Context: an optimization exercise on an open-source flow, tuned for small area. The choices shown serve that exercise and are no tape-out recipe. Function was checked by simulation only, so behaviour that the tests miss may differ from the original. Power is estimated from default activity; no workload was simulated.

File: design/flow/config.mk
export PLATFORM = sky130hd
export DESIGN_NAME = valu_top
export DESIGN_NICKNAME = valu_top
export VERILOG_FILES = /design/flow/design.v
export SDC_FILE = /design/flow/constraint.sdc
export NUM_CORES = 4
export LEC_CHECK = 0
export ABC_AREA = 1
export CAP_MARGIN = 20
export CORE_MARGIN = 2
export CORE_UTILIZATION = 40
export SLEW_MARGIN = 20
File: design/flow/constraint.sdc
create_clock -name core_clock -period 7.0 [get_ports {clk}]
set_input_delay 1.4000 -clock core_clock [delete_from_list [all_inputs] [get_ports {clk}]]
set_output_delay 1.4000 -clock core_clock [all_outputs]
set_load 0.01 [all_outputs]
File: design/flow/design.v
package valu_op_pkg;
  typedef enum logic [2:0] {
    VOP_MUL    = 3'b000,
    VOP_MULA   = 3'b001,
    VOP_MULTAC = 3'b010,
    VOP_ADD    = 3'b011,
    VOP_SUB    = 3'b100,
    VOP_ADDAC  = 3'b101,
    VOP_MTAC   = 3'b110
  } vop_e;
  localparam logic [2:0] VOP_ILLEGAL_CODE = 3'b111;
endpackage
package valu_ctrl_pkg;
  typedef enum logic {
    MODE_FULL = 1'b0,
    MODE_HALF = 1'b1
  } elem_mode_e;
  typedef enum logic [1:0] {
    ADDEND_ZERO  = 2'd0,
    ADDEND_B     = 2'd1,
    ADDEND_ACCUM = 2'd2
  } addend_sel_e;
  typedef struct packed {
    elem_mode_e  mode;
    addend_sel_e addend_sel;
    logic        negate_b;
  } add_ctrl_t;
  typedef struct packed {
    elem_mode_e mode;
    logic       saturate;
    logic       save_to_accum;
  } round_ctrl_t;
endpackage
import valu_op_pkg::*;
module valu_decode (
  input  logic [2:0] in_op,
  output logic       is_mul,
  output logic       add_b,
  output logic       neg_b,
  output logic       use_acc,
  output logic       save
);
  assign is_mul  = (in_op == VOP_MUL) || (in_op == VOP_MULA) || (in_op == VOP_MULTAC);
  assign add_b   = (in_op == VOP_ADD) || (in_op == VOP_SUB);
  assign neg_b   = (in_op == VOP_SUB);
  assign use_acc = (in_op == VOP_MULA) || (in_op == VOP_ADDAC);
  assign save    = (in_op == VOP_MULTAC) || (in_op == VOP_MTAC);
endmodule
module valu_mult (
  input  logic [15:0] a,
  input  logic [15:0] b,
  input  logic        half,
  input  logic        mul,
  input  logic        add_b,
  input  logic        neg_b,
  output logic [31:0] p
);
  wire n1 = b[7] & ~half;
  wire n2 = a[0] & ~half;
  wire n3 = a[1] & ~half;
  wire n4 = a[2] & ~half;
  wire n5 = a[3] & ~half;
  wire n6 = a[4] & ~half;
  wire n7 = a[5] & ~half;
  wire n8 = a[6] & ~half;
  wire n9 = a[7] & ~half;
  wire n10 = a[8] & ~half;
  wire n11 = a[9] & ~half;
  wire n12 = a[10] & ~half;
  wire n13 = a[11] & ~half;
  wire n14 = a[12] & ~half;
  wire n15 = a[13] & ~half;
  wire n16 = a[14] & ~half;
  wire n17 = a[15] & ~half;
  wire n18 = half ? a[7] : a[8];
  wire n19 = ~half;
  wire n20 = mul ? (b[0] ^ 1'b0) : 1'b1;
  wire n21 = mul & ((b[1] & ~b[0] & ~1'b0) | (~b[1] & b[0] & 1'b0));
  wire n22 = mul & b[1];
  wire n23 = n22 ^ half;
  wire n24 = n22 & ~half;
  wire n25 = ((a[0] & n20) | (1'b0 & n21)) ^ n22;
  wire n26 = ((a[1] & n20) | (a[0] & n21)) ^ n22;
  wire n27 = ((a[2] & n20) | (a[1] & n21)) ^ n22;
  wire n28 = ((a[3] & n20) | (a[2] & n21)) ^ n22;
  wire n29 = ((a[4] & n20) | (a[3] & n21)) ^ n22;
  wire n30 = ((a[5] & n20) | (a[4] & n21)) ^ n22;
  wire n31 = ((a[6] & n20) | (a[5] & n21)) ^ n22;
  wire n32 = ((a[7] & n20) | (a[6] & n21)) ^ n22;
  wire n33 = ((n18 & n20) | (a[7] & n21)) ^ n23;
  wire n34 = ((n11 & n20) | (n10 & n21)) ^ n24;
  wire n35 = ((n12 & n20) | (n11 & n21)) ^ n24;
  wire n36 = ((n13 & n20) | (n12 & n21)) ^ n24;
  wire n37 = ((n14 & n20) | (n13 & n21)) ^ n24;
  wire n38 = ((n15 & n20) | (n14 & n21)) ^ n24;
  wire n39 = ((n16 & n20) | (n15 & n21)) ^ n24;
  wire n40 = ((n17 & n20) | (n16 & n21)) ^ n24;
  wire n41 = ~(((n17 & n20) | (n17 & n21)) ^ n24);
  wire n42 = mul & (b[2] ^ b[1]);
  wire n43 = mul & ((b[3] & ~b[2] & ~b[1]) | (~b[3] & b[2] & b[1]));
  wire n44 = mul & b[3];
  wire n45 = n44 ^ half;
  wire n46 = n44 & ~half;
  wire n47 = ((a[0] & n42) | (1'b0 & n43)) ^ n44;
  wire n48 = ((a[1] & n42) | (a[0] & n43)) ^ n44;
  wire n49 = ((a[2] & n42) | (a[1] & n43)) ^ n44;
  wire n50 = ((a[3] & n42) | (a[2] & n43)) ^ n44;
  wire n51 = ((a[4] & n42) | (a[3] & n43)) ^ n44;
  wire n52 = ((a[5] & n42) | (a[4] & n43)) ^ n44;
  wire n53 = ((a[6] & n42) | (a[5] & n43)) ^ n44;
  wire n54 = ((a[7] & n42) | (a[6] & n43)) ^ n44;
  wire n55 = ((n18 & n42) | (a[7] & n43)) ^ n45;
  wire n56 = ((n11 & n42) | (n10 & n43)) ^ n46;
  wire n57 = ((n12 & n42) | (n11 & n43)) ^ n46;
  wire n58 = ((n13 & n42) | (n12 & n43)) ^ n46;
  wire n59 = ((n14 & n42) | (n13 & n43)) ^ n46;
  wire n60 = ((n15 & n42) | (n14 & n43)) ^ n46;
  wire n61 = ((n16 & n42) | (n15 & n43)) ^ n46;
  wire n62 = ((n17 & n42) | (n16 & n43)) ^ n46;
  wire n63 = ~(((n17 & n42) | (n17 & n43)) ^ n46);
  wire n64 = mul & (b[4] ^ b[3]);
  wire n65 = mul & ((b[5] & ~b[4] & ~b[3]) | (~b[5] & b[4] & b[3]));
  wire n66 = mul & b[5];
  wire n67 = n66 ^ half;
  wire n68 = n66 & ~half;
  wire n69 = ((a[0] & n64) | (1'b0 & n65)) ^ n66;
  wire n70 = ((a[1] & n64) | (a[0] & n65)) ^ n66;
  wire n71 = ((a[2] & n64) | (a[1] & n65)) ^ n66;
  wire n72 = ((a[3] & n64) | (a[2] & n65)) ^ n66;
  wire n73 = ((a[4] & n64) | (a[3] & n65)) ^ n66;
  wire n74 = ((a[5] & n64) | (a[4] & n65)) ^ n66;
  wire n75 = ((a[6] & n64) | (a[5] & n65)) ^ n66;
  wire n76 = ((a[7] & n64) | (a[6] & n65)) ^ n66;
  wire n77 = ((n18 & n64) | (a[7] & n65)) ^ n67;
  wire n78 = ((n11 & n64) | (n10 & n65)) ^ n68;
  wire n79 = ((n12 & n64) | (n11 & n65)) ^ n68;
  wire n80 = ((n13 & n64) | (n12 & n65)) ^ n68;
  wire n81 = ((n14 & n64) | (n13 & n65)) ^ n68;
  wire n82 = ((n15 & n64) | (n14 & n65)) ^ n68;
  wire n83 = ((n16 & n64) | (n15 & n65)) ^ n68;
  wire n84 = ((n17 & n64) | (n16 & n65)) ^ n68;
  wire n85 = ~(((n17 & n64) | (n17 & n65)) ^ n68);
  wire n86 = mul & (b[6] ^ b[5]);
  wire n87 = mul & ((b[7] & ~b[6] & ~b[5]) | (~b[7] & b[6] & b[5]));
  wire n88 = mul & b[7];
  wire n89 = n88 ^ half;
  wire n90 = n88 & ~half;
  wire n91 = ((a[0] & n86) | (1'b0 & n87)) ^ n88;
  wire n92 = ((a[1] & n86) | (a[0] & n87)) ^ n88;
  wire n93 = ((a[2] & n86) | (a[1] & n87)) ^ n88;
  wire n94 = ((a[3] & n86) | (a[2] & n87)) ^ n88;
  wire n95 = ((a[4] & n86) | (a[3] & n87)) ^ n88;
  wire n96 = ((a[5] & n86) | (a[4] & n87)) ^ n88;
  wire n97 = ((a[6] & n86) | (a[5] & n87)) ^ n88;
  wire n98 = ((a[7] & n86) | (a[6] & n87)) ^ n88;
  wire n99 = ((n18 & n86) | (a[7] & n87)) ^ n89;
  wire n100 = ((n11 & n86) | (n10 & n87)) ^ n90;
  wire n101 = ((n12 & n86) | (n11 & n87)) ^ n90;
  wire n102 = ((n13 & n86) | (n12 & n87)) ^ n90;
  wire n103 = ((n14 & n86) | (n13 & n87)) ^ n90;
  wire n104 = ((n15 & n86) | (n14 & n87)) ^ n90;
  wire n105 = ((n16 & n86) | (n15 & n87)) ^ n90;
  wire n106 = ((n17 & n86) | (n16 & n87)) ^ n90;
  wire n107 = ~(((n17 & n86) | (n17 & n87)) ^ n90);
  wire n108 = mul ? (b[8] ^ n1) : half;
  wire n109 = mul & ((b[9] & ~b[8] & ~n1) | (~b[9] & b[8] & n1));
  wire n110 = mul & b[9];
  wire n111 = n110 & ~half;
  wire n112 = n110 & half;
  wire n113 = ((n2 & n108) | (1'b0 & n109)) ^ n111;
  wire n114 = ((n3 & n108) | (n2 & n109)) ^ n111;
  wire n115 = ((n4 & n108) | (n3 & n109)) ^ n111;
  wire n116 = ((n5 & n108) | (n4 & n109)) ^ n111;
  wire n117 = ((n6 & n108) | (n5 & n109)) ^ n111;
  wire n118 = ((n7 & n108) | (n6 & n109)) ^ n111;
  wire n119 = ((n8 & n108) | (n7 & n109)) ^ n111;
  wire n120 = ((n9 & n108) | (n8 & n109)) ^ n111;
  wire n121 = ((a[8] & n108) | (n9 & n109)) ^ n110;
  wire n122 = ((a[9] & n108) | (a[8] & n109)) ^ n110;
  wire n123 = ((a[10] & n108) | (a[9] & n109)) ^ n110;
  wire n124 = ((a[11] & n108) | (a[10] & n109)) ^ n110;
  wire n125 = ((a[12] & n108) | (a[11] & n109)) ^ n110;
  wire n126 = ((a[13] & n108) | (a[12] & n109)) ^ n110;
  wire n127 = ((a[14] & n108) | (a[13] & n109)) ^ n110;
  wire n128 = ((a[15] & n108) | (a[14] & n109)) ^ n110;
  wire n129 = ~(((a[15] & n108) | (a[15] & n109)) ^ n110);
  wire n130 = mul & (b[10] ^ b[9]);
  wire n131 = mul & ((b[11] & ~b[10] & ~b[9]) | (~b[11] & b[10] & b[9]));
  wire n132 = mul & b[11];
  wire n133 = n132 & ~half;
  wire n134 = n132 & half;
  wire n135 = ((n2 & n130) | (1'b0 & n131)) ^ n133;
  wire n136 = ((n3 & n130) | (n2 & n131)) ^ n133;
  wire n137 = ((n4 & n130) | (n3 & n131)) ^ n133;
  wire n138 = ((n5 & n130) | (n4 & n131)) ^ n133;
  wire n139 = ((n6 & n130) | (n5 & n131)) ^ n133;
  wire n140 = ((n7 & n130) | (n6 & n131)) ^ n133;
  wire n141 = ((n8 & n130) | (n7 & n131)) ^ n133;
  wire n142 = ((n9 & n130) | (n8 & n131)) ^ n133;
  wire n143 = ((a[8] & n130) | (n9 & n131)) ^ n132;
  wire n144 = ((a[9] & n130) | (a[8] & n131)) ^ n132;
  wire n145 = ((a[10] & n130) | (a[9] & n131)) ^ n132;
  wire n146 = ((a[11] & n130) | (a[10] & n131)) ^ n132;
  wire n147 = ((a[12] & n130) | (a[11] & n131)) ^ n132;
  wire n148 = ((a[13] & n130) | (a[12] & n131)) ^ n132;
  wire n149 = ((a[14] & n130) | (a[13] & n131)) ^ n132;
  wire n150 = ((a[15] & n130) | (a[14] & n131)) ^ n132;
  wire n151 = ~(((a[15] & n130) | (a[15] & n131)) ^ n132);
  wire n152 = mul & (b[12] ^ b[11]);
  wire n153 = mul & ((b[13] & ~b[12] & ~b[11]) | (~b[13] & b[12] & b[11]));
  wire n154 = mul & b[13];
  wire n155 = n154 & ~half;
  wire n156 = n154 & half;
  wire n157 = ((n2 & n152) | (1'b0 & n153)) ^ n155;
  wire n158 = ((n3 & n152) | (n2 & n153)) ^ n155;
  wire n159 = ((n4 & n152) | (n3 & n153)) ^ n155;
  wire n160 = ((n5 & n152) | (n4 & n153)) ^ n155;
  wire n161 = ((n6 & n152) | (n5 & n153)) ^ n155;
  wire n162 = ((n7 & n152) | (n6 & n153)) ^ n155;
  wire n163 = ((n8 & n152) | (n7 & n153)) ^ n155;
  wire n164 = ((n9 & n152) | (n8 & n153)) ^ n155;
  wire n165 = ((a[8] & n152) | (n9 & n153)) ^ n154;
  wire n166 = ((a[9] & n152) | (a[8] & n153)) ^ n154;
  wire n167 = ((a[10] & n152) | (a[9] & n153)) ^ n154;
  wire n168 = ((a[11] & n152) | (a[10] & n153)) ^ n154;
  wire n169 = ((a[12] & n152) | (a[11] & n153)) ^ n154;
  wire n170 = ((a[13] & n152) | (a[12] & n153)) ^ n154;
  wire n171 = ((a[14] & n152) | (a[13] & n153)) ^ n154;
  wire n172 = ((a[15] & n152) | (a[14] & n153)) ^ n154;
  wire n173 = ~(((a[15] & n152) | (a[15] & n153)) ^ n154);
  wire n174 = mul & (b[14] ^ b[13]);
  wire n175 = mul & ((b[15] & ~b[14] & ~b[13]) | (~b[15] & b[14] & b[13]));
  wire n176 = mul & b[15];
  wire n177 = n176 & ~half;
  wire n178 = n176 & half;
  wire n179 = ((n2 & n174) | (1'b0 & n175)) ^ n177;
  wire n180 = ((n3 & n174) | (n2 & n175)) ^ n177;
  wire n181 = ((n4 & n174) | (n3 & n175)) ^ n177;
  wire n182 = ((n5 & n174) | (n4 & n175)) ^ n177;
  wire n183 = ((n6 & n174) | (n5 & n175)) ^ n177;
  wire n184 = ((n7 & n174) | (n6 & n175)) ^ n177;
  wire n185 = ((n8 & n174) | (n7 & n175)) ^ n177;
  wire n186 = ((n9 & n174) | (n8 & n175)) ^ n177;
  wire n187 = ((a[8] & n174) | (n9 & n175)) ^ n176;
  wire n188 = ((a[9] & n174) | (a[8] & n175)) ^ n176;
  wire n189 = ((a[10] & n174) | (a[9] & n175)) ^ n176;
  wire n190 = ((a[11] & n174) | (a[10] & n175)) ^ n176;
  wire n191 = ((a[12] & n174) | (a[11] & n175)) ^ n176;
  wire n192 = ((a[13] & n174) | (a[12] & n175)) ^ n176;
  wire n193 = ((a[14] & n174) | (a[13] & n175)) ^ n176;
  wire n194 = ((a[15] & n174) | (a[14] & n175)) ^ n176;
  wire n195 = ~(((a[15] & n174) | (a[15] & n175)) ^ n176);
  wire n196 = add_b & (b[0] ^ neg_b);
  wire n197 = add_b & (b[1] ^ neg_b);
  wire n198 = add_b & (b[2] ^ neg_b);
  wire n199 = add_b & (b[3] ^ neg_b);
  wire n200 = add_b & (b[4] ^ neg_b);
  wire n201 = add_b & (b[5] ^ neg_b);
  wire n202 = add_b & (b[6] ^ neg_b);
  wire n203 = add_b & (b[7] ^ neg_b);
  wire n204 = add_b & ((half ? b[7] : b[8]) ^ neg_b);
  wire n205 = add_b & (b[9] ^ neg_b);
  wire n206 = add_b & (b[10] ^ neg_b);
  wire n207 = add_b & (b[11] ^ neg_b);
  wire n208 = add_b & (b[12] ^ neg_b);
  wire n209 = add_b & (b[13] ^ neg_b);
  wire n210 = add_b & (b[14] ^ neg_b);
  wire n211 = add_b & (b[15] ^ neg_b);
  wire n212 = add_b & ((half ? b[8] : b[15]) ^ neg_b);
  wire n213 = add_b & (b[9] ^ neg_b);
  wire n214 = add_b & (b[10] ^ neg_b);
  wire n215 = add_b & (b[11] ^ neg_b);
  wire n216 = add_b & (b[12] ^ neg_b);
  wire n217 = add_b & (b[13] ^ neg_b);
  wire n218 = add_b & (b[14] ^ neg_b);
  wire n219 = add_b & (b[15] ^ neg_b);
  wire n220 = add_b & (b[15] ^ neg_b);
  wire n221 = neg_b & half;
  wire n222 = neg_b ^ n22 ^ n196;
  wire n223 = (neg_b & n22) | (neg_b & n196) | (n22 & n196);
  wire n224 = n197 ^ n26 ^ n223;
  wire n225 = (n197 & n26) | (n197 & n223) | (n26 & n223);
  wire n226 = n44 ^ n198 ^ n27;
  wire n227 = (n44 & n198) | (n44 & n27) | (n198 & n27);
  wire n228 = n47 ^ n226 ^ n225;
  wire n229 = (n47 & n226) | (n47 & n225) | (n226 & n225);
  wire n230 = n199 ^ n28 ^ n48;
  wire n231 = (n199 & n28) | (n199 & n48) | (n28 & n48);
  wire n232 = n227 ^ n230 ^ n229;
  wire n233 = (n227 & n230) | (n227 & n229) | (n230 & n229);
  wire n234 = n66 ^ n200 ^ n29;
  wire n235 = (n66 & n200) | (n66 & n29) | (n200 & n29);
  wire n236 = n49 ^ n69 ^ n231;
  wire n237 = (n49 & n69) | (n49 & n231) | (n69 & n231);
  wire n238 = n234 ^ n236 ^ n233;
  wire n239 = (n234 & n236) | (n234 & n233) | (n236 & n233);
  wire n240 = n201 ^ n30 ^ n50;
  wire n241 = (n201 & n30) | (n201 & n50) | (n30 & n50);
  wire n242 = n70 ^ n235 ^ n240;
  wire n243 = (n70 & n235) | (n70 & n240) | (n235 & n240);
  wire n244 = n237 ^ n242 ^ n239;
  wire n245 = (n237 & n242) | (n237 & n239) | (n242 & n239);
  wire n246 = n88 ^ n202 ^ n31;
  wire n247 = (n88 & n202) | (n88 & n31) | (n202 & n31);
  wire n248 = n51 ^ n71 ^ n91;
  wire n249 = (n51 & n71) | (n51 & n91) | (n71 & n91);
  wire n250 = n241 ^ n246 ^ n248;
  wire n251 = (n241 & n246) | (n241 & n248) | (n246 & n248);
  wire n252 = n243 ^ n250 ^ n245;
  wire n253 = (n243 & n250) | (n243 & n245) | (n250 & n245);
  wire n254 = n203 ^ n32 ^ n52;
  wire n255 = (n203 & n32) | (n203 & n52) | (n32 & n52);
  wire n256 = n72 ^ n92 ^ n247;
  wire n257 = (n72 & n92) | (n72 & n247) | (n92 & n247);
  wire n258 = n249 ^ n254 ^ n251;
  wire n259 = (n249 & n254) | (n249 & n251) | (n254 & n251);
  wire n260 = n256 ^ n258 ^ n253;
  wire n261 = (n256 & n258) | (n256 & n253) | (n258 & n253);
  wire n262 = half ^ n111 ^ n204;
  wire n263 = (half & n111) | (half & n204) | (n111 & n204);
  wire n264 = n53 ^ n73 ^ n93;
  wire n265 = (n53 & n73) | (n53 & n93) | (n73 & n93);
  wire n266 = n33 ^ n113 ^ n262;
  wire n267 = (n33 & n113) | (n33 & n262) | (n113 & n262);
  wire n268 = n255 ^ n264 ^ n266;
  wire n269 = (n255 & n264) | (n255 & n266) | (n264 & n266);
  wire n270 = n257 ^ n268 ^ n259;
  wire n271 = (n257 & n268) | (n257 & n259) | (n268 & n259);
  wire n272 = half ^ n205 ^ n54;
  wire n273 = (half & n205) | (half & n54) | (n205 & n54);
  wire n274 = n74 ^ n94 ^ n34;
  wire n275 = (n74 & n94) | (n74 & n34) | (n94 & n34);
  wire n276 = n114 ^ n263 ^ n265;
  wire n277 = (n114 & n263) | (n114 & n265) | (n263 & n265);
  wire n278 = n272 ^ n274 ^ n267;
  wire n279 = (n272 & n274) | (n272 & n267) | (n274 & n267);
  wire n280 = n276 ^ n269 ^ n278;
  wire n281 = (n276 & n269) | (n276 & n278) | (n269 & n278);
  wire n282 = n133 ^ n206 ^ n75;
  wire n283 = (n133 & n206) | (n133 & n75) | (n206 & n75);
  wire n284 = n95 ^ n35 ^ n55;
  wire n285 = (n95 & n35) | (n95 & n55) | (n35 & n55);
  wire n286 = n115 ^ n135 ^ n273;
  wire n287 = (n115 & n135) | (n115 & n273) | (n135 & n273);
  wire n288 = n275 ^ n282 ^ n284;
  wire n289 = (n275 & n282) | (n275 & n284) | (n282 & n284);
  wire n290 = n277 ^ n286 ^ n279;
  wire n291 = (n277 & n286) | (n277 & n279) | (n286 & n279);
  wire n292 = n288 ^ n290 ^ n281;
  wire n293 = (n288 & n290) | (n288 & n281) | (n290 & n281);
  wire n294 = half ^ n207 ^ n76;
  wire n295 = (half & n207) | (half & n76) | (n207 & n76);
  wire n296 = n96 ^ n36 ^ n56;
  wire n297 = (n96 & n36) | (n96 & n56) | (n36 & n56);
  wire n298 = n116 ^ n136 ^ n283;
  wire n299 = (n116 & n136) | (n116 & n283) | (n136 & n283);
  wire n300 = n285 ^ n294 ^ n296;
  wire n301 = (n285 & n294) | (n285 & n296) | (n294 & n296);
  wire n302 = n287 ^ n298 ^ n289;
  wire n303 = (n287 & n298) | (n287 & n289) | (n298 & n289);
  wire n304 = n300 ^ n291 ^ n302;
  wire n305 = (n300 & n291) | (n300 & n302) | (n291 & n302);
  wire n306 = n155 ^ n208 ^ n97;
  wire n307 = (n155 & n208) | (n155 & n97) | (n208 & n97);
  wire n308 = n37 ^ n57 ^ n77;
  wire n309 = (n37 & n57) | (n37 & n77) | (n57 & n77);
  wire n310 = n117 ^ n137 ^ n157;
  wire n311 = (n117 & n137) | (n117 & n157) | (n137 & n157);
  wire n312 = n295 ^ n297 ^ n306;
  wire n313 = (n295 & n297) | (n295 & n306) | (n297 & n306);
  wire n314 = n308 ^ n310 ^ n299;
  wire n315 = (n308 & n310) | (n308 & n299) | (n310 & n299);
  wire n316 = n301 ^ n312 ^ n314;
  wire n317 = (n301 & n312) | (n301 & n314) | (n312 & n314);
  wire n318 = n303 ^ n316 ^ n305;
  wire n319 = (n303 & n316) | (n303 & n305) | (n316 & n305);
  wire n320 = half ^ n209 ^ n98;
  wire n321 = (half & n209) | (half & n98) | (n209 & n98);
  wire n322 = n38 ^ n58 ^ n78;
  wire n323 = (n38 & n58) | (n38 & n78) | (n58 & n78);
  wire n324 = n118 ^ n138 ^ n158;
  wire n325 = (n118 & n138) | (n118 & n158) | (n138 & n158);
  wire n326 = n307 ^ n309 ^ n311;
  wire n327 = (n307 & n309) | (n307 & n311) | (n309 & n311);
  wire n328 = n320 ^ n322 ^ n324;
  wire n329 = (n320 & n322) | (n320 & n324) | (n322 & n324);
  wire n330 = n313 ^ n326 ^ n328;
  wire n331 = (n313 & n326) | (n313 & n328) | (n326 & n328);
  wire n332 = n315 ^ n330 ^ n317;
  wire n333 = (n315 & n330) | (n315 & n317) | (n330 & n317);
  wire n334 = n177 ^ n210 ^ n39;
  wire n335 = (n177 & n210) | (n177 & n39) | (n210 & n39);
  wire n336 = n59 ^ n79 ^ n99;
  wire n337 = (n59 & n79) | (n59 & n99) | (n79 & n99);
  wire n338 = n119 ^ n139 ^ n159;
  wire n339 = (n119 & n139) | (n119 & n159) | (n139 & n159);
  wire n340 = n179 ^ n321 ^ n323;
  wire n341 = (n179 & n321) | (n179 & n323) | (n321 & n323);
  wire n342 = n325 ^ n334 ^ n336;
  wire n343 = (n325 & n334) | (n325 & n336) | (n334 & n336);
  wire n344 = n338 ^ n327 ^ n329;
  wire n345 = (n338 & n327) | (n338 & n329) | (n327 & n329);
  wire n346 = n340 ^ n342 ^ n331;
  wire n347 = (n340 & n342) | (n340 & n331) | (n342 & n331);
  wire n348 = n344 ^ n346 ^ n333;
  wire n349 = (n344 & n346) | (n344 & n333) | (n346 & n333);
  wire n350 = half ^ n211 ^ n40;
  wire n351 = (half & n211) | (half & n40) | (n211 & n40);
  wire n352 = n351 & ~half;
  wire n353 = n60 ^ n80 ^ n100;
  wire n354 = (n60 & n80) | (n60 & n100) | (n80 & n100);
  wire n355 = n354 & ~half;
  wire n356 = n120 ^ n140 ^ n160;
  wire n357 = (n120 & n140) | (n120 & n160) | (n140 & n160);
  wire n358 = n357 & ~half;
  wire n359 = n180 ^ n335 ^ n337;
  wire n360 = (n180 & n335) | (n180 & n337) | (n335 & n337);
  wire n361 = n360 & ~half;
  wire n362 = n339 ^ n350 ^ n353;
  wire n363 = (n339 & n350) | (n339 & n353) | (n350 & n353);
  wire n364 = n363 & ~half;
  wire n365 = n356 ^ n341 ^ n343;
  wire n366 = (n356 & n341) | (n356 & n343) | (n341 & n343);
  wire n367 = n366 & ~half;
  wire n368 = n359 ^ n362 ^ n345;
  wire n369 = (n359 & n362) | (n359 & n345) | (n362 & n345);
  wire n370 = n369 & ~half;
  wire n371 = n365 ^ n347 ^ n368;
  wire n372 = (n365 & n347) | (n365 & n368) | (n347 & n368);
  wire n373 = n372 & ~half;
  wire n374 = 1'b1 ^ n221 ^ n112;
  wire n375 = (1'b1 & n221) | (1'b1 & n112) | (n221 & n112);
  wire n376 = n212 ^ n41 ^ n61;
  wire n377 = (n212 & n41) | (n212 & n61) | (n41 & n61);
  wire n378 = n81 ^ n101 ^ n121;
  wire n379 = (n81 & n101) | (n81 & n121) | (n101 & n121);
  wire n380 = n141 ^ n161 ^ n181;
  wire n381 = (n141 & n161) | (n141 & n181) | (n161 & n181);
  wire n382 = n374 ^ n376 ^ n378;
  wire n383 = (n374 & n376) | (n374 & n378) | (n376 & n378);
  wire n384 = n380 ^ n352 ^ n355;
  wire n385 = (n380 & n352) | (n380 & n355) | (n352 & n355);
  wire n386 = n358 ^ n382 ^ n361;
  wire n387 = (n358 & n382) | (n358 & n361) | (n382 & n361);
  wire n388 = n364 ^ n384 ^ n386;
  wire n389 = (n364 & n384) | (n364 & n386) | (n384 & n386);
  wire n390 = n367 ^ n370 ^ n388;
  wire n391 = (n367 & n370) | (n367 & n388) | (n370 & n388);
  wire n392 = 1'b1 ^ n213 ^ n122;
  wire n393 = (1'b1 & n213) | (1'b1 & n122) | (n213 & n122);
  wire n394 = n375 ^ n62 ^ n82;
  wire n395 = (n375 & n62) | (n375 & n82) | (n62 & n82);
  wire n396 = n102 ^ n142 ^ n162;
  wire n397 = (n102 & n142) | (n102 & n162) | (n142 & n162);
  wire n398 = n182 ^ n377 ^ n379;
  wire n399 = (n182 & n377) | (n182 & n379) | (n377 & n379);
  wire n400 = n381 ^ n392 ^ n394;
  wire n401 = (n381 & n392) | (n381 & n394) | (n392 & n394);
  wire n402 = n396 ^ n383 ^ n398;
  wire n403 = (n396 & n383) | (n396 & n398) | (n383 & n398);
  wire n404 = n400 ^ n385 ^ n402;
  wire n405 = (n400 & n385) | (n400 & n402) | (n385 & n402);
  wire n406 = n387 ^ n404 ^ n389;
  wire n407 = (n387 & n404) | (n387 & n389) | (n404 & n389);
  wire n408 = n134 ^ n214 ^ n123;
  wire n409 = (n134 & n214) | (n134 & n123) | (n214 & n123);
  wire n410 = n63 ^ n83 ^ n103;
  wire n411 = (n63 & n83) | (n63 & n103) | (n83 & n103);
  wire n412 = n143 ^ n163 ^ n183;
  wire n413 = (n143 & n163) | (n143 & n183) | (n163 & n183);
  wire n414 = n393 ^ n395 ^ n397;
  wire n415 = (n393 & n395) | (n393 & n397) | (n395 & n397);
  wire n416 = n408 ^ n410 ^ n412;
  wire n417 = (n408 & n410) | (n408 & n412) | (n410 & n412);
  wire n418 = n399 ^ n401 ^ n414;
  wire n419 = (n399 & n401) | (n399 & n414) | (n401 & n414);
  wire n420 = n416 ^ n403 ^ n418;
  wire n421 = (n416 & n403) | (n416 & n418) | (n403 & n418);
  wire n422 = n405 ^ n420 ^ n407;
  wire n423 = (n405 & n420) | (n405 & n407) | (n420 & n407);
  wire n424 = 1'b1 ^ n215 ^ n124;
  wire n425 = (1'b1 & n215) | (1'b1 & n124) | (n215 & n124);
  wire n426 = n144 ^ n84 ^ n104;
  wire n427 = (n144 & n84) | (n144 & n104) | (n84 & n104);
  wire n428 = n164 ^ n184 ^ n409;
  wire n429 = (n164 & n184) | (n164 & n409) | (n184 & n409);
  wire n430 = n411 ^ n413 ^ n424;
  wire n431 = (n411 & n413) | (n411 & n424) | (n413 & n424);
  wire n432 = n426 ^ n415 ^ n428;
  wire n433 = (n426 & n415) | (n426 & n428) | (n415 & n428);
  wire n434 = n417 ^ n430 ^ n419;
  wire n435 = (n417 & n430) | (n417 & n419) | (n430 & n419);
  wire n436 = n432 ^ n421 ^ n434;
  wire n437 = (n432 & n421) | (n432 & n434) | (n421 & n434);
  wire n438 = n156 ^ n216 ^ n125;
  wire n439 = (n156 & n216) | (n156 & n125) | (n216 & n125);
  wire n440 = n145 ^ n85 ^ n105;
  wire n441 = (n145 & n85) | (n145 & n105) | (n85 & n105);
  wire n442 = n165 ^ n185 ^ n425;
  wire n443 = (n165 & n185) | (n165 & n425) | (n185 & n425);
  wire n444 = n427 ^ n438 ^ n440;
  wire n445 = (n427 & n438) | (n427 & n440) | (n438 & n440);
  wire n446 = n429 ^ n431 ^ n442;
  wire n447 = (n429 & n431) | (n429 & n442) | (n431 & n442);
  wire n448 = n444 ^ n433 ^ n446;
  wire n449 = (n444 & n433) | (n444 & n446) | (n433 & n446);
  wire n450 = n435 ^ n448 ^ n437;
  wire n451 = (n435 & n448) | (n435 & n437) | (n448 & n437);
  wire n452 = 1'b1 ^ n217 ^ n126;
  wire n453 = (1'b1 & n217) | (1'b1 & n126) | (n217 & n126);
  wire n454 = n146 ^ n166 ^ n106;
  wire n455 = (n146 & n166) | (n146 & n106) | (n166 & n106);
  wire n456 = n186 ^ n439 ^ n441;
  wire n457 = (n186 & n439) | (n186 & n441) | (n439 & n441);
  wire n458 = n452 ^ n454 ^ n443;
  wire n459 = (n452 & n454) | (n452 & n443) | (n454 & n443);
  wire n460 = n445 ^ n456 ^ n447;
  wire n461 = (n445 & n456) | (n445 & n447) | (n456 & n447);
  wire n462 = n458 ^ n460 ^ n449;
  wire n463 = (n458 & n460) | (n458 & n449) | (n460 & n449);
  wire n464 = n178 ^ n218 ^ n127;
  wire n465 = (n178 & n218) | (n178 & n127) | (n218 & n127);
  wire n466 = n147 ^ n167 ^ n107;
  wire n467 = (n147 & n167) | (n147 & n107) | (n167 & n107);
  wire n468 = n187 ^ n453 ^ n455;
  wire n469 = (n187 & n453) | (n187 & n455) | (n453 & n455);
  wire n470 = n464 ^ n466 ^ n457;
  wire n471 = (n464 & n466) | (n464 & n457) | (n466 & n457);
  wire n472 = n468 ^ n459 ^ n470;
  wire n473 = (n468 & n459) | (n468 & n470) | (n459 & n470);
  wire n474 = n461 ^ n472 ^ n463;
  wire n475 = (n461 & n472) | (n461 & n463) | (n472 & n463);
  wire n476 = 1'b1 ^ n219 ^ n128;
  wire n477 = (1'b1 & n219) | (1'b1 & n128) | (n219 & n128);
  wire n478 = n148 ^ n168 ^ n188;
  wire n479 = (n148 & n168) | (n148 & n188) | (n168 & n188);
  wire n480 = n465 ^ n467 ^ n476;
  wire n481 = (n465 & n467) | (n465 & n476) | (n467 & n476);
  wire n482 = n478 ^ n469 ^ n480;
  wire n483 = (n478 & n469) | (n478 & n480) | (n469 & n480);
  wire n484 = n471 ^ n482 ^ n473;
  wire n485 = (n471 & n482) | (n471 & n473) | (n482 & n473);
  wire n486 = n220 ^ n129 ^ n149;
  wire n487 = (n220 & n129) | (n220 & n149) | (n129 & n149);
  wire n488 = n169 ^ n189 ^ n477;
  wire n489 = (n169 & n189) | (n169 & n477) | (n189 & n477);
  wire n490 = n479 ^ n486 ^ n481;
  wire n491 = (n479 & n486) | (n479 & n481) | (n486 & n481);
  wire n492 = n488 ^ n483 ^ n490;
  wire n493 = (n488 & n483) | (n488 & n490) | (n483 & n490);
  wire n494 = 1'b1 ^ n150 ^ n170;
  wire n495 = (1'b1 & n150) | (1'b1 & n170) | (n150 & n170);
  wire n496 = n190 ^ n487 ^ n494;
  wire n497 = (n190 & n487) | (n190 & n494) | (n487 & n494);
  wire n498 = n489 ^ n496 ^ n491;
  wire n499 = (n489 & n496) | (n489 & n491) | (n496 & n491);
  wire n500 = n151 ^ n171 ^ n191;
  wire n501 = (n151 & n171) | (n151 & n191) | (n171 & n191);
  wire n502 = n495 ^ n500 ^ n497;
  wire n503 = (n495 & n500) | (n495 & n497) | (n500 & n497);
  wire n504 = 1'b1 ^ n172 ^ n192;
  wire n505 = (1'b1 & n172) | (1'b1 & n192) | (n172 & n192);
  wire n506 = n501 ^ n504 ^ n503;
  wire n507 = (n501 & n504) | (n501 & n503) | (n504 & n503);
  wire n508 = n173 ^ n193 ^ n505;
  wire n509 = (n173 & n193) | (n173 & n505) | (n193 & n505);
  wire n510 = 1'b1 ^ n194 ^ n509;
  wire n511 = (1'b1 & n194) | (1'b1 & n509) | (n194 & n509);
  wire n512 = n25 ^ n222;
  wire n513 = n25 & n222;
  wire n514 = n224 ^ n513;
  wire n515 = n224 & n513;
  wire n516 = n228 ^ n515;
  wire n517 = n228 & n515;
  wire n518 = n232 ^ n517;
  wire n519 = n232 & n517;
  wire n520 = n238 ^ n519;
  wire n521 = n238 & n519;
  wire n522 = n244 ^ n521;
  wire n523 = n244 & n521;
  wire n524 = n252 & 1'b0;
  wire n525 = n252 ^ 1'b0;
  wire n526 = n260 & 1'b0;
  wire n527 = n260 ^ 1'b0;
  wire n528 = n261 & n270;
  wire n529 = n261 ^ n270;
  wire n530 = n271 & n280;
  wire n531 = n271 ^ n280;
  wire n532 = n292 & 1'b0;
  wire n533 = n292 ^ 1'b0;
  wire n534 = n293 & n304;
  wire n535 = n293 ^ n304;
  wire n536 = n318 & 1'b0;
  wire n537 = n318 ^ 1'b0;
  wire n538 = n319 & n332;
  wire n539 = n319 ^ n332;
  wire n540 = n348 & 1'b0;
  wire n541 = n348 ^ 1'b0;
  wire n542 = n349 & n371;
  wire n543 = n349 ^ n371;
  wire n544 = n542 & ~half;
  wire n545 = n543 & ~half;
  wire n546 = n373 & n390;
  wire n547 = n373 ^ n390;
  wire n548 = n391 & n406;
  wire n549 = n391 ^ n406;
  wire n550 = n422 & 1'b0;
  wire n551 = n422 ^ 1'b0;
  wire n552 = n423 & n436;
  wire n553 = n423 ^ n436;
  wire n554 = n450 & 1'b0;
  wire n555 = n450 ^ 1'b0;
  wire n556 = n451 & n462;
  wire n557 = n451 ^ n462;
  wire n558 = n474 & 1'b0;
  wire n559 = n474 ^ 1'b0;
  wire n560 = n475 & n484;
  wire n561 = n475 ^ n484;
  wire n562 = n485 & n492;
  wire n563 = n485 ^ n492;
  wire n564 = n493 & n498;
  wire n565 = n493 ^ n498;
  wire n566 = n499 & n502;
  wire n567 = n499 ^ n502;
  wire n568 = n506 & 1'b0;
  wire n569 = n506 ^ 1'b0;
  wire n570 = n507 & n508;
  wire n571 = n507 ^ n508;
  wire n572 = n510 & 1'b0;
  wire n573 = n510 ^ 1'b0;
  wire n574 = n195 & n511;
  wire n575 = n195 ^ n511;
  wire n576 = 1'b1 & 1'b0;
  wire n577 = 1'b1 ^ 1'b0;
  wire n578 = n524 | (n525 & n523);
  wire n579 = n526 | (n527 & n578);
  wire n580 = n527 & n525;
  wire n581 = n530 | (n531 & n528);
  wire n582 = n531 & n529;
  wire n583 = n534 | (n535 & n532);
  wire n584 = n535 & n533;
  wire n585 = n538 | (n539 & n536);
  wire n586 = n539 & n537;
  wire n587 = n544 | (n545 & n540);
  wire n588 = n545 & n541;
  wire n589 = n548 | (n549 & n546);
  wire n590 = n549 & n547;
  wire n591 = n552 | (n553 & n550);
  wire n592 = n553 & n551;
  wire n593 = n556 | (n557 & n554);
  wire n594 = n557 & n555;
  wire n595 = n560 | (n561 & n558);
  wire n596 = n561 & n559;
  wire n597 = n564 | (n565 & n562);
  wire n598 = n565 & n563;
  wire n599 = n568 | (n569 & n566);
  wire n600 = n569 & n567;
  wire n601 = n572 | (n573 & n570);
  wire n602 = n573 & n571;
  wire n603 = n576 | (n577 & n574);
  wire n604 = n577 & n575;
  wire n605 = n528 | (n529 & n579);
  wire n606 = n529 & n580;
  wire n607 = n581 | (n582 & n579);
  wire n608 = n582 & n580;
  wire n609 = n536 | (n537 & n583);
  wire n610 = n537 & n584;
  wire n611 = n585 | (n586 & n583);
  wire n612 = n586 & n584;
  wire n613 = n546 | (n547 & n587);
  wire n614 = n547 & n588;
  wire n615 = n589 | (n590 & n587);
  wire n616 = n590 & n588;
  wire n617 = n554 | (n555 & n591);
  wire n618 = n555 & n592;
  wire n619 = n593 | (n594 & n591);
  wire n620 = n594 & n592;
  wire n621 = n562 | (n563 & n595);
  wire n622 = n563 & n596;
  wire n623 = n597 | (n598 & n595);
  wire n624 = n598 & n596;
  wire n625 = n570 | (n571 & n599);
  wire n626 = n571 & n600;
  wire n627 = n601 | (n602 & n599);
  wire n628 = n602 & n600;
  wire n629 = n532 | (n533 & n607);
  wire n630 = n533 & n608;
  wire n631 = n583 | (n584 & n607);
  wire n632 = n584 & n608;
  wire n633 = n609 | (n610 & n607);
  wire n634 = n610 & n608;
  wire n635 = n611 | (n612 & n607);
  wire n636 = n612 & n608;
  wire n637 = n550 | (n551 & n615);
  wire n638 = n551 & n616;
  wire n639 = n591 | (n592 & n615);
  wire n640 = n592 & n616;
  wire n641 = n617 | (n618 & n615);
  wire n642 = n618 & n616;
  wire n643 = n619 | (n620 & n615);
  wire n644 = n620 & n616;
  wire n645 = n566 | (n567 & n623);
  wire n646 = n567 & n624;
  wire n647 = n599 | (n600 & n623);
  wire n648 = n600 & n624;
  wire n649 = n625 | (n626 & n623);
  wire n650 = n626 & n624;
  wire n651 = n627 | (n628 & n623);
  wire n652 = n628 & n624;
  wire n653 = n540 | (n541 & n635);
  wire n654 = n541 & n636;
  wire n655 = n587 | (n588 & n635);
  wire n656 = n588 & n636;
  wire n657 = n613 | (n614 & n635);
  wire n658 = n614 & n636;
  wire n659 = n615 | (n616 & n635);
  wire n660 = n616 & n636;
  wire n661 = n637 | (n638 & n635);
  wire n662 = n638 & n636;
  wire n663 = n639 | (n640 & n635);
  wire n664 = n640 & n636;
  wire n665 = n641 | (n642 & n635);
  wire n666 = n642 & n636;
  wire n667 = n643 | (n644 & n635);
  wire n668 = n644 & n636;
  wire n669 = n574 | (n575 & n651);
  wire n670 = n575 & n652;
  wire n671 = n603 | (n604 & n651);
  wire n672 = n604 & n652;
  wire n673 = n558 | (n559 & n667);
  wire n674 = n559 & n668;
  wire n675 = n595 | (n596 & n667);
  wire n676 = n596 & n668;
  wire n677 = n621 | (n622 & n667);
  wire n678 = n622 & n668;
  wire n679 = n623 | (n624 & n667);
  wire n680 = n624 & n668;
  wire n681 = n645 | (n646 & n667);
  wire n682 = n646 & n668;
  wire n683 = n647 | (n648 & n667);
  wire n684 = n648 & n668;
  wire n685 = n649 | (n650 & n667);
  wire n686 = n650 & n668;
  wire n687 = n651 | (n652 & n667);
  wire n688 = n652 & n668;
  wire n689 = n669 | (n670 & n667);
  wire n690 = n670 & n668;
  wire n691 = n671 | (n672 & n667);
  wire n692 = n672 & n668;
  wire n693 = n525 ^ n523;
  wire n694 = n527 ^ n578;
  wire n695 = n529 ^ n579;
  wire n696 = n531 ^ n605;
  wire n697 = n533 ^ n607;
  wire n698 = n535 ^ n629;
  wire n699 = n537 ^ n631;
  wire n700 = n539 ^ n633;
  wire n701 = n541 ^ n635;
  wire n702 = n543 ^ n653;
  wire n703 = n547 ^ n655;
  wire n704 = n549 ^ n657;
  wire n705 = n551 ^ n659;
  wire n706 = n553 ^ n661;
  wire n707 = n555 ^ n663;
  wire n708 = n557 ^ n665;
  wire n709 = n559 ^ n667;
  wire n710 = n561 ^ n673;
  wire n711 = n563 ^ n675;
  wire n712 = n565 ^ n677;
  wire n713 = n567 ^ n679;
  wire n714 = n569 ^ n681;
  wire n715 = n571 ^ n683;
  wire n716 = n573 ^ n685;
  wire n717 = n575 ^ n687;
  wire n718 = n577 ^ n689;
  assign p = {n718, n717, n716, n715, n714, n713, n712, n711, n710, n709, n708, n707, n706, n705, n704, n703, n702, n701, n700, n699, n698, n697, n696, n695, n694, n693, n522, n520, n518, n516, n514, n512};
endmodule
module valu_add (
  input  logic [15:0] a,
  input  logic [15:0] b,
  input  logic        half,
  input  logic        frac,
  input  logic        is_mul,
  input  logic        add_b,
  input  logic        neg_b,
  output logic [17:0] q
);
  logic [31:0] p;
  valu_mult valu_mult_i (.a, .b, .half, .mul(is_mul), .add_b, .neg_b, .p);
  logic shift;
  assign shift = is_mul && frac;
  always_comb begin
    for (int k = 0; k < 8; k++) begin
      if (shift) q[k] = half ? p[7+k] : p[15+k];
      else       q[k] = p[k];
      if (shift)     q[9+k] = p[23+k];
      else if (half) q[9+k] = p[16+k];
      else           q[9+k] = p[8+k];
    end
    if (!half)      q[8] = 1'b1;
    else if (shift) q[8] = p[15];
    else            q[8] = p[8];
    if (is_mul)     q[17] = p[31];
    else if (half)  q[17] = p[24];
    else            q[17] = p[16];
  end
endmodule
module valu_round (
  input  logic [17:0] q,
  input  logic [15:0] acc,
  input  logic        use_acc,
  input  logic        half,
  input  logic        frac,
  output logic [15:0] r
);
  logic [17:0] d;
  logic [9:0]  s_lo;
  logic [8:0]  s_hi;
  logic [17:0] s;
  logic        sat_hi, sat_lo;
  assign d    = {acc[15], acc[15:8], half & acc[7], acc[7:0]} & {18{use_acc}};
  assign s_lo = {1'b0, q[8:0]} + {1'b0, d[8:0]};
  assign s_hi = q[17:9] + d[17:9] + {8'd0, s_lo[9] & ~half};
  assign s    = {s_hi, s_lo[8:0]};
  assign sat_hi = frac && (s[17] != s[16]);
  assign sat_lo = frac && (s[8] != s[7]);
  always_comb begin
    r[15:8] = sat_hi ? {s[17], {7{~s[17]}}} : s[16:9];
    if (half) r[7:0] = sat_lo ? {s[8], {7{~s[8]}}} : s[7:0];
    else      r[7:0] = sat_hi ? {8{~s[17]}} : s[7:0];
  end
endmodule
import valu_op_pkg::*;
module valu_top (
  input  logic                   clk,
  input  logic                   reset,
  input  logic                   in_valid,
  input  valu_op_pkg::vop_e      in_op,
  input  logic                   in_frac,
  input  logic                   in_half,
  input  logic [(4 * 16)-1:0] in_a,
  input  logic [(4 * 16)-1:0] in_b,
  output logic                   result_valid,
  output logic [(4 * 16)-1:0] result
);
  logic [63:0]     a0, b0;
  logic [2:0]      op0;
  logic            frac0, half0;
  logic            is_mul, add_b, neg_b, use_acc, save;
  logic [4*18-1:0] q_next, q1;
  logic [63:0]     r_next, r2;
  logic [63:0]     acc;
  logic            v0, v1, v2;
  logic            frac1, half1, acc1, save1;
  valu_decode valu_decode_i (.in_op(op0), .is_mul, .add_b, .neg_b, .use_acc, .save);
  for (genvar l = 0; l < 4; l++) begin : g_lane
    valu_add valu_add_i (
      .a(a0[16*l +: 16]), .b(b0[16*l +: 16]), .half(half0), .frac(frac0),
      .is_mul, .add_b, .neg_b, .q(q_next[18*l +: 18])
    );
    valu_round valu_round_i (
      .q(q1[18*l +: 18]), .acc(acc[16*l +: 16]), .use_acc(acc1), .half(half1), .frac(frac1),
      .r(r_next[16*l +: 16])
    );
  end
  always_ff @(posedge clk or posedge reset) begin
    if (reset) begin
      v0           <= 1'b0;
      v1           <= 1'b0;
      v2           <= 1'b0;
      result_valid <= 1'b0;
      acc          <= '0;
    end else begin
      v0           <= in_valid;
      v1           <= v0;
      v2           <= v1;
      result_valid <= v2;
      if (v1 && save1) acc <= r_next;
    end
  end
  always_ff @(posedge clk) begin
    a0     <= in_a;
    b0     <= in_b;
    op0    <= in_op;
    frac0  <= in_frac;
    half0  <= in_half;
    q1     <= q_next;
    frac1  <= frac0;
    half1  <= half0;
    acc1   <= use_acc;
    save1  <= save;
    r2     <= r_next;
    result <= r2;
  end
endmodule
File: design/flow/run.sh
#!/bin/bash
# synth_recipe.tcl (not shown) runs the flow's synth.tcl, then flattens the netlist and writes it again
# the make line also repeats each setting of config.mk as NAME=value (left out here)
make -C /OpenROAD-flow-scripts/flow DESIGN_CONFIG=/design/flow/config.mk WORK_HOME=/design/flow/orfs CLKGATE_MAP_FILE= SYNTH_SCRIPT=/design/flow/synth_recipe.tcl finish
==> results.txt <==
number of buffers added on ports 200; wire length of the first global-routing pass 211000 microns; vias in the first global route 36495; violation count after the first detailed-routing iteration 3207; clock tree from TritonCTS yes; total routed wirelength 136000 microns; overall routing resource usage 24.1%; buffer depth of the longest clock path 3; number of placed I/O pins 201; total DRC errors in the routed layout 0; worst-margin pin slew 0.942 ns; Min Clock Period, post-route 6.58 ns; die outline area 112000 sq um; Synthesis Warnings 3; number of nets still failing antenna checks after routing 0; net count after synthesis 6333; clock latency on the worst-skew pair 0.64 ns; total via count in the routed design 36899; Clock Skews 0.0309 ns; worst hold path class reg -> reg; Achievable Freq 152 MHz; final setup violating endpoints 0; Die Y-Extent 335 microns; post-synthesis sequential area ratio 19.3%; hold violation count in the final report 0; count of cell types in the netlist 43; Data required, critical path 7.45 ns; cell area after technology mapping 43900 sq um; area of the placeable core 109000 sq um; final clock period utilization by the worst path 94.0%; average wire per cell in the routed design 19.2 microns; number of enable flip-flop cells after synthesis 0; hold buffer count at CTS 0; via-per-instance ratio 5.21; commonest register cell after synthesis dfxtp_1; total number of placement rows 121; synthesized instance count 5445; total power 21900 uW; width of the chip 335 microns; status timing/DRC/antenna clean; H-tree Lvls 2; leak pwr 0.0241 uW; root buffer selected by CTS clkbuf_16; max-cap viol count 0; largest vdd supply drop 0.000251 V; fraction of layout cells with a size suffix above 1 5.65%; Worst Setup End Kind flip-flop; register bit total from synthesis 405; fraction of registers with async set/reset 16.8%; total grt overflow 0; post-DP HPWL 110000 microns; starting utilization of the core area 40.3%; number of detailed-routing iterations run before antenna repair 6; max incr delay on CP 0.49 ns; largest driver fanout on the critical path 16; unrepaired setup endpoints after global routing no; antenna violations before repair 3; sinks on the clock net 405; max-slew violation total from the final report 0; Inserted Clock Buffers 48; Setup crit start kind flip-flop; Crit Path Class reg -> reg; CP arrival 7.03 ns; total number of nets in the final design 6511; Layout Area Growth over Synthesis 12.7%; setup_tns 0 ns; post-synthesis area per instance 8.06 sq um; slowest cell on the critical path fa_1; remaining max-slew budget at the tightest pin 36.6%; final estimated routing congestion in global placement 0.973; maximum number of pins on one net before global-route repair 89; clock slew at the register clock pins of the worst setup and hold paths 0.06 ns; power per cell area 443 nW/um^2
layout by cell type, fill, tap and decap left out, types with 68 or more instances in the layout:
cell type and n:
inv_1 973, nand2_1 963, fa_1 540, xor2_1 517, o22ai_1 485, dfxtp_1 335
nor2_1 215, ha_1 212, o21ai_0 205, clkdlybuf4s50_1 200, a21oi_1 183, nand3_1 166
xnor2_1 100, buf_4 89, dfrtp_1 68
logic make-up after synthesis:
group | count (synthesis) | share of synthesized area, %
adders and majority gates | 752 | 30.7
DFF | 405 | 19.3
AOI/OAI and AO/OA | 979 | 13.0
buffers and inverters | 1207 | 10.5
and+or+nand+nor | 1484 | 14.2
muxes | 1 | 0.0228
xor gates and xnor gates | 617 | 12.3
critical path, delay by kind of cell, from the launching register on:
family	cells	cell delay, ns
xor+xnor	1	0.22
simple gates	13	2.23
fa+ha+maj	6	2.58
buf+inv	7	0.63
compound gates	2	0.38
flops	1	0.34
report_power, final:
group / switching, uW / total [uW] / internal, uW / leakage [uW]
Clock: 1110 / 2610 / 1500 / 0.000807
Sequential: 414 / 3640 / 3230 / 0.00367
Combinational: 9560 / 15700 / 6130 / 0.0197
Total: 11100 / 21900 / 10900 / 0.0241
cells in the mapped netlist, types with 9 or more instances:
cell type / count / area, sq um
a21oi_1: 183 / 916
a31oi_1: 32 / 200
and2_1: 13 / 81.3
buf_1: 13 / 48.8
buf_2: 51 / 255
clkbuf_1: 100 / 375
clkinv_1: 26 / 97.6
dfrtp_1: 68 / 1700
dfxtp_1: 337 / 6750
fa_1: 540 / 10800
ha_1: 212 / 2650
inv_1: 979 / 3670
inv_2: 35 / 131
nand2_1: 968 / 3630
nand3_1: 166 / 831
nor2_1: 219 / 822
nor2_2: 12 / 75.1
nor2_4: 23 / 259
nor3_1: 32 / 160
o211ai_1: 9 / 67.6
o21ai_0: 205 / 1030
o21ai_1: 24 / 120
o21bai_1: 17 / 128
o22ai_1: 485 / 3030
or2_2: 33 / 206
xnor2_1: 100 / 876
xor2_1: 517 / 4530
per-layer routing:
metal | vias up | track usage, % | wire length (microns)
met1 | 17661 | 34.1 | 61700
met5 | - | 0 | 12
met2 | 1427 | 36.9 | 58400
li1 | 17585 | - | -
met4 | 2 | 8.12 | 4740
met3 | 224 | 4.23 | 10900
flip-flops by register name, indices dropped and copies added (netlist names), 3 cells and up:
| register | cells |
|---|---|
| result | 64 |
| op0 | 3 |
| acc | 64 |
| a0 | 64 |
| q1 | 72 |
| b0 | 64 |
| r2 | 64 |
area by class of cell:
cell class	count	area, sq um
Fill cell	10679	59400
Multi-Input combinational cell	3833	30900
Sequential cell	405	8450
Inverter	1040	3910
Timing Repair Buffer	295	2800
Tap cell	1414	1770
Clock buffer	64	1390
Clock inverter	26	273
Antenna cell	1	2.50
timing repair:
item,CTS,global route
gates resized for setup,0,15
endpoints found under the setup margin,0,22
setup buffers,0,0
endpoints found under the hold margin,0,0
through the flow:
step	hold slack [ns]	utilization, %	area, sq um	instances	worst slack [ns]
global placement	0.312	43.8	47700	6986	0.406
finish	0.324	45.4	49500	7078	0.421
floorplan	0.310	-	43900	5445	0.132
detailed placement	0.312	43.8	47700	6986	0.340
CTS	0.325	45.4	49400	7076	0.306
global route	0.333	45.4	49500	7077	0.00308
path summary, 6_finish.rpt:
| check | startpoint | to | slack, ns | cells past startpoint |
|---|---|---|---|---|
| max | op0[1] | q1[13] | 0.42 | 29 |
| max reg2reg | op0[1] | q1[13] | 0.42 | 29 |
| min in group asynchronous | reset | acc[55] | 1.17 | 3 |
| min | r2[18] | result[18] | 0.32 | 0 |
| min reg2reg | r2[18] | result[18] | 0.32 | 0 |
| max in group asynchronous | reset | acc[6] | 5.23 | 4 |

port drivers added, routing unchanged:
No port has a modelled driver above. Below, the same layout with a new extraction and two added sets of constraints.
Step 1 sets driving cells, clkbuf_16 on the clock port and buf_2 on the other inputs (assumed; they add their load-dependent delay and slew).
Step 2 moves the port delays by t, midway between the first and last clock arrival at a register: inputs arrive t later, outputs are due t later. That takes back most of the time a late clock gives input paths.
Slacks: ideal / step 1 / step 2; pairs: ideal / step 1.
t (ns): 0.694
slack for setup (ns): 0.421 / 0.421 / 0.421
hold WS [ns]: 0.324 / 0.324 / 0.324
worst register clock-pin slew, ns: 0.07 / 0.07
worst data-port slew with drivers (ns): 0.18
After both steps this run still meets setup and hold. For this run, drivers alone change the setup slack by 0.000 ns; drivers and shift together by 0.000 ns.
